This design comes from an exercise in tuning for small area, a short achievable clock period and few clock cycles per item on the open sky130 flow, not from production work.
Only simulation tests tie the RTL to the original design; equivalence was not proved.
Power is estimated from default activity; no workload was simulated.

## xenon
==> flow/design.v <==
`default_nettype none
package hqc_pkg;
    localparam int N = 97;
    localparam int WEIGHT = 6;
    localparam int LOC_W = 7;
    localparam int IDX_W = 3;
    localparam int MSG_W = 8;
    localparam int REP = 12;
    localparam int WORD_W = 32;
    localparam int POLY_WORDS = 4;
    typedef logic [N-1:0] poly_t;
    typedef logic [LOC_W-1:0] loc_t;
    localparam logic [5:0] ADDR_CTRL = 6'd0;
    localparam logic [5:0] ADDR_H = 6'd1;
    localparam logic [5:0] ADDR_S = 6'd5;
    localparam logic [5:0] ADDR_R1 = 6'd9;
    localparam logic [5:0] ADDR_R2 = 6'd15;
    localparam logic [5:0] ADDR_E = 6'd21;
    localparam logic [5:0] ADDR_MSG = 6'd27;
    localparam logic [5:0] ADDR_U = 6'd28;
    localparam logic [5:0] ADDR_V = 6'd32;
    typedef enum logic {
        JOB_U,
        JOB_V
    } job_t;
    typedef enum logic [1:0] {
        SEQ_IDLE,
        SEQ_ISSUE_U,
        SEQ_ISSUE_V,
        SEQ_WAIT
    } seq_state_t;
endpackage
`default_nettype wire
`timescale 1ns/1ps
`default_nettype none
module hqc_encrypt (
    input  wire logic        clk,
    input  wire logic        rst,
    input  wire logic        wb_cyc,
    input  wire logic        wb_stb,
    input  wire logic        wb_we,
    input  wire logic [5:0]  wb_adr,
    input  wire logic [31:0] wb_dat_i,
    output logic [31:0]      wb_dat_o,
    output logic             wb_ack
);
    localparam int N = 97;
    logic [N-1:0] h_reg;
    logic [N-1:0] s_reg;
    logic [N-1:0] u_reg;
    logic [N-1:0] v_reg;
    logic [6:0]   r1_loc [6];
    logic [6:0]   r2_loc [6];
    logic [6:0]   e_loc [6];
    logic [7:0]   msg_reg;
    localparam int KA = 3;
    logic [3:0]   n;
    logic         started;
    logic         ph;
    logic [N-1:0] r_reg;
    logic [6-KA:0] amt_b;
    logic [6:0]   amt_a;
    logic [7:0]   loc_hi;
    logic [15:0]  loc_lo;
    logic access, wr, busy, go;
    logic [7:0]  dat_g;
    assign access = wb_cyc && wb_stb && !wb_ack;
    assign busy = (n != 4'd0);
    assign wr = access && wb_we && !busy;
    assign go = wr && (wb_adr == 6'd0) && wb_dat_i[0] && !rst;
    assign dat_g = wb_dat_i[7:0] & {8{!rst}};
    always_ff @(posedge clk) begin
        if (rst) wb_ack <= 1'b0;
        else wb_ack <= access;
    end
    logic [127:0] h_pad, s_pad, u_pad, v_pad;
    logic [3:0] h_ok, s_ok;
    logic [N-1:0] h_val, s_val;
    assign h_val = h_reg & {{1{h_ok[3]}}, {32{h_ok[2]}}, {32{h_ok[1]}}, {32{h_ok[0]}}};
    assign s_val = s_reg & {{1{s_ok[3]}}, {32{s_ok[2]}}, {32{s_ok[1]}}, {32{s_ok[0]}}};
    assign h_pad = {31'b0, h_val};
    assign s_pad = {31'b0, s_val};
    assign u_pad = {31'b0, u_reg};
    assign v_pad = {31'b0, v_reg};
    always_ff @(posedge clk) begin
        for (int k = 0; k < 3; k++) begin
            if (wr && wb_adr == 6'(1 + k)) h_reg[32*k +: 32] <= wb_dat_i;
            if (wr && wb_adr == 6'(5 + k)) s_reg[32*k +: 32] <= wb_dat_i;
        end
        if (wr && wb_adr == 6'd4) h_reg[96] <= wb_dat_i[0];
        if (wr && wb_adr == 6'd8) s_reg[96] <= wb_dat_i[0];
        for (int k = 0; k < 4; k++) begin
            if (rst) h_ok[k] <= 1'b0;
            else if (wr && wb_adr == 6'(1 + k)) h_ok[k] <= 1'b1;
            if (rst) s_ok[k] <= 1'b0;
            else if (wr && wb_adr == 6'(5 + k)) s_ok[k] <= 1'b1;
        end
        for (int j = 0; j < 6; j++) begin
            if (rst || (wr && wb_adr == 6'(9 + j)))  r1_loc[j] <= dat_g[6:0];
            if (rst || (wr && wb_adr == 6'(15 + j))) r2_loc[j] <= dat_g[6:0];
            if (rst || (wr && wb_adr == 6'(21 + j))) e_loc[j] <= dat_g[6:0];
        end
        if (rst || (wr && wb_adr == 6'd27)) msg_reg <= dat_g[7:0];
    end
    logic [31:0] rd_data;
    logic done_vis, busy_vis;
    assign done_vis = (n == 4'd0) ? started : (n >= 4'd10);
    assign busy_vis = busy && !(n >= 4'd10);
    logic [35:0] sel;
    always_comb begin
        for (int a = 0; a < 36; a++) sel[a] = (wb_adr == 6'(a));
    end
    always_comb begin
        rd_data = {30'b0, done_vis & sel[0], busy_vis & sel[0]};
        for (int k = 0; k < 4; k++) begin
            rd_data = rd_data | (h_pad[32*k +: 32] & {32{sel[1 + k]}});
            rd_data = rd_data | (s_pad[32*k +: 32] & {32{sel[5 + k]}});
            rd_data = rd_data | (u_pad[32*k +: 32] & {32{sel[28 + k]}});
            rd_data = rd_data | (v_pad[32*k +: 32] & {32{sel[32 + k]}});
        end
        for (int j = 0; j < 6; j++) begin
            rd_data[6:0] = rd_data[6:0] | (r1_loc[j] & {7{sel[9 + j]}});
            rd_data[6:0] = rd_data[6:0] | (r2_loc[j] & {7{sel[15 + j]}});
            rd_data[6:0] = rd_data[6:0] | (e_loc[j] & {7{sel[21 + j]}});
        end
        rd_data[7:0] = rd_data[7:0] | (msg_reg & {8{sel[27]}});
    end
    always_ff @(posedge clk) wb_dat_o <= rd_data;
    always_ff @(posedge clk) begin
        if (rst) begin
            n <= 4'd0;
            started <= 1'b0;
        end else if (go) begin
            n <= 4'd1;
            started <= 1'b1;
        end else if (busy) begin
            n <= (n == 4'd11) ? 4'd0 : n + 4'd1;
        end
    end
    logic [5:0] ja_oh, ja_busy, ja_nx;
    always_comb begin
        for (int j = 0; j < 6; j++) ja_busy[j] = ((n + 4'd2) >> 1) == 4'(j);
        ja_busy[0] = (n >= 4'd10);
        if (rst || !busy) ja_nx = 6'b000001;
        else ja_nx = ja_busy;
        if (go) ja_nx = 6'b000010;
    end
    always_ff @(posedge clk) ja_oh <= ja_nx;
    logic [6:0] amt_nx, amt_busy;
    always_comb begin
        amt_busy = '0;
        for (int j = 0; j < 6; j++) amt_busy = amt_busy | (r2_loc[j] & {7{ja_busy[j]}});
        if (rst) amt_nx = '0;
        else if (busy) amt_nx = amt_busy;
        else if (wr && wb_adr == 6'd15) amt_nx = dat_g[6:0];
        else amt_nx = r2_loc[0];
        if (go) amt_nx = r2_loc[1];
    end
    always_ff @(posedge clk) amt_a <= amt_nx;
    always_ff @(posedge clk) begin
        if (rst) ph <= 1'b0;
        else ph <= !ph;
    end
    logic [3:0] sel_h, sel_s;
    always_ff @(posedge clk) begin
        for (int k = 0; k < 4; k++) begin
            sel_h[k] <= !rst && !ph && (h_ok[k] || (wr && wb_adr == 6'(1 + k)));
            sel_s[k] <= !rst && ph && (s_ok[k] || (wr && wb_adr == 6'(5 + k)));
        end
    end
    logic [N-1:0] in_a;
    logic [N-1:0] rot_a;
    always_comb begin
        for (int i = 0; i < N; i++) in_a[i] = (h_reg[i] & sel_h[i / 32] & !rst) | (s_reg[i] & sel_s[i / 32] & !rst);
    end
    logic [N-1:0] sa [KA+1];
    assign sa[0] = in_a;
    genvar k, i;
    generate
        for (k = 0; k < KA; k++) begin : g_sa
            for (i = 0; i < N; i++) begin : g_bit
                assign sa[k+1][i] = amt_a[k] ? sa[k][(i + N - ((1 << k) % N)) % N] : sa[k][i];
            end
        end
    endgenerate
    assign rot_a = sa[KA];
    logic [6:0] loc_a;
    always_comb begin
        loc_a = '0;
        for (int j = 0; j < 6; j++) loc_a = loc_a | ((ph ? r1_loc[j] : e_loc[j]) & {7{ja_oh[j]}});
    end
    always_ff @(posedge clk) begin
        r_reg <= rot_a;
        amt_b <= amt_a[6:KA];
        for (int b = 0; b < 8; b++) loc_hi[b] <= (rst && b == 0) || (!rst && loc_a[6:4] == 3'(b));
        for (int b = 0; b < 16; b++) loc_lo[b] <= (rst && b == 0) || (!rst && loc_a[3:0] == 4'(b));
    end
    logic [N-1:0] flip;
    logic [N-1:0] rot_b;
    logic [N-1:0] term;
    always_comb begin
        for (int b = 0; b < N; b++) flip[b] = loc_hi[b / 16] && loc_lo[b % 16];
    end
    logic [N-1:0] sb [8-KA];
    assign sb[0] = r_reg;
    generate
        for (k = 0; k < 7 - KA; k++) begin : g_sb
            for (i = 0; i < N; i++) begin : g_bit
                assign sb[k+1][i] = amt_b[k] ? sb[k][(i + N - ((1 << (k + KA)) % N)) % N] : sb[k][i];
            end
        end
    endgenerate
    assign rot_b = sb[7-KA];
    assign term = rot_b ^ flip;
    logic exec, add_u, add_v;
    logic [N-1:0] codeword;
    assign exec = go || busy;
    assign add_u = exec && !ph && !rst;
    assign add_v = exec && ph && !rst;
    always_comb begin
        codeword = '0;
        for (int b = 0; b < 96; b++) codeword[b] = msg_reg[b / 12];
    end
    always_ff @(posedge clk) begin
        u_reg <= (u_reg & {N{!rst && !go}}) ^ (term & {N{add_u}});
        v_reg <= (go ? codeword : (v_reg & {N{!rst}})) ^ (term & {N{add_v}});
    end
endmodule
`default_nettype wire
clock: 7.0 ns
lec_check: 0
cap_margin: 30
core_margin: 2
core_utilization: 40
cts_cluster_diameter: 70
cts_cluster_size: 20
setup_slack_margin: 4.2
slew_margin: 40
standard.sh (not shown) runs the stock make flow with config.mk's settings and CLKGATE_MAP_FILE= SYNTH_SCRIPT=/design/flow/synth_recipe.tcl, a recipe that flattens the netlist after the stock synthesis.
==> flow/flow/run.sh <==
#!/bin/bash
# The standard layout (standard.sh: ORFS synthesis to finish), with one
# change: the port buffers that global placement inserts are buf_4 cells
# instead of the default delay buffer, which is slow on input and output paths.
set -uo pipefail
export BUFFER_PORTS_ARGS="-buffer_cell sky130_fd_sc_hd__buf_4"
bash standard.sh finish > flow_make.log 2>&1
xenon went all the way through the flow, and no timing, DRC or antenna check failed.
Testbench counts of xenon, summed over its fixed seeds: cycles 6,720, jobs 96.
Here is what was changed in the inputs of garnet compared with xenon.
diff --git a/flow/config.mk b/flow/config.mk
--- a/flow/config.mk
+++ b/flow/config.mk
@@ -10,5 +10,5 @@
 export CORE_UTILIZATION = 40
-export CTS_CLUSTER_DIAMETER = 70
-export CTS_CLUSTER_SIZE = 20
+export CTS_BUF_LIST = sky130_fd_sc_hd__clkbuf_8
 export SETUP_SLACK_MARGIN = 4.2
 export SLEW_MARGIN = 40
+export TNS_END_PERCENT = 30
Results
- garnet completed end to end with timing, DRC and antenna clean.
- garnet vs xenon — required time reported for the critical path endpoint rose 0.13 ns.
- As of garnet, design area had risen slightly compared to xenon.
- Looking at clock-buffer cell count across garnet and xenon, the one that comes out lower is xenon.
- NOTE power attributed to the clock group xenon->garnet increased by more than a quarter
- Sort garnet and xenon by final worst slack, ascending, and garnet comes first.
- Of garnet and xenon, the higher fraction of power consumed by combinational cells belongs to xenon.
- Clock-pin slew reported for the worst setup and hold paths after clock tree synthesis in garnet is 0.02 ns below xenon.
- Re flip-flop and latch count: no difference whatsoever between xenon and garnet.
- garnet: total area of multi-input combinational cells is 300 um^2 lower than what xenon reported.

-- separate check: timing with driven ports --
The flow's constraints put no driver on any port. The routed layouts listed below were extracted and timed again, unchanged, in two steps.
Step 1, drivers: a clkbuf_16 drives clk and a buf_2 each remaining input, both assumed.
Step 2 times the ports against the registers' clock, not the clock port: input delays grow and output delays shrink by t, the midpoint of the rising clock arrivals with the driver on.
a / b / c = no drivers / after step 1 / after step 2; a / b = the first two.
run | shift t [ns] | slack for setup (ns) | hold slack, ns | worst register clock-pin slew, ns | worst data-port slew with drivers (ns)
xenon | 0.691 | 4.068 / 3.991 / 3.300 | 0.331 / 0.331 / 0.331 | 0.09 / 0.09 | 0.22
garnet | 0.872 | 4.049 / 4.080 / 3.208 | 0.319 / 0.319 / 0.319 | 0.08 / 0.08 | 0.10
After both steps setup and hold are still met in every run listed. The setup slack of garnet, which loses most, moves by +0.031 ns with the drivers and by -0.841 ns with both steps.
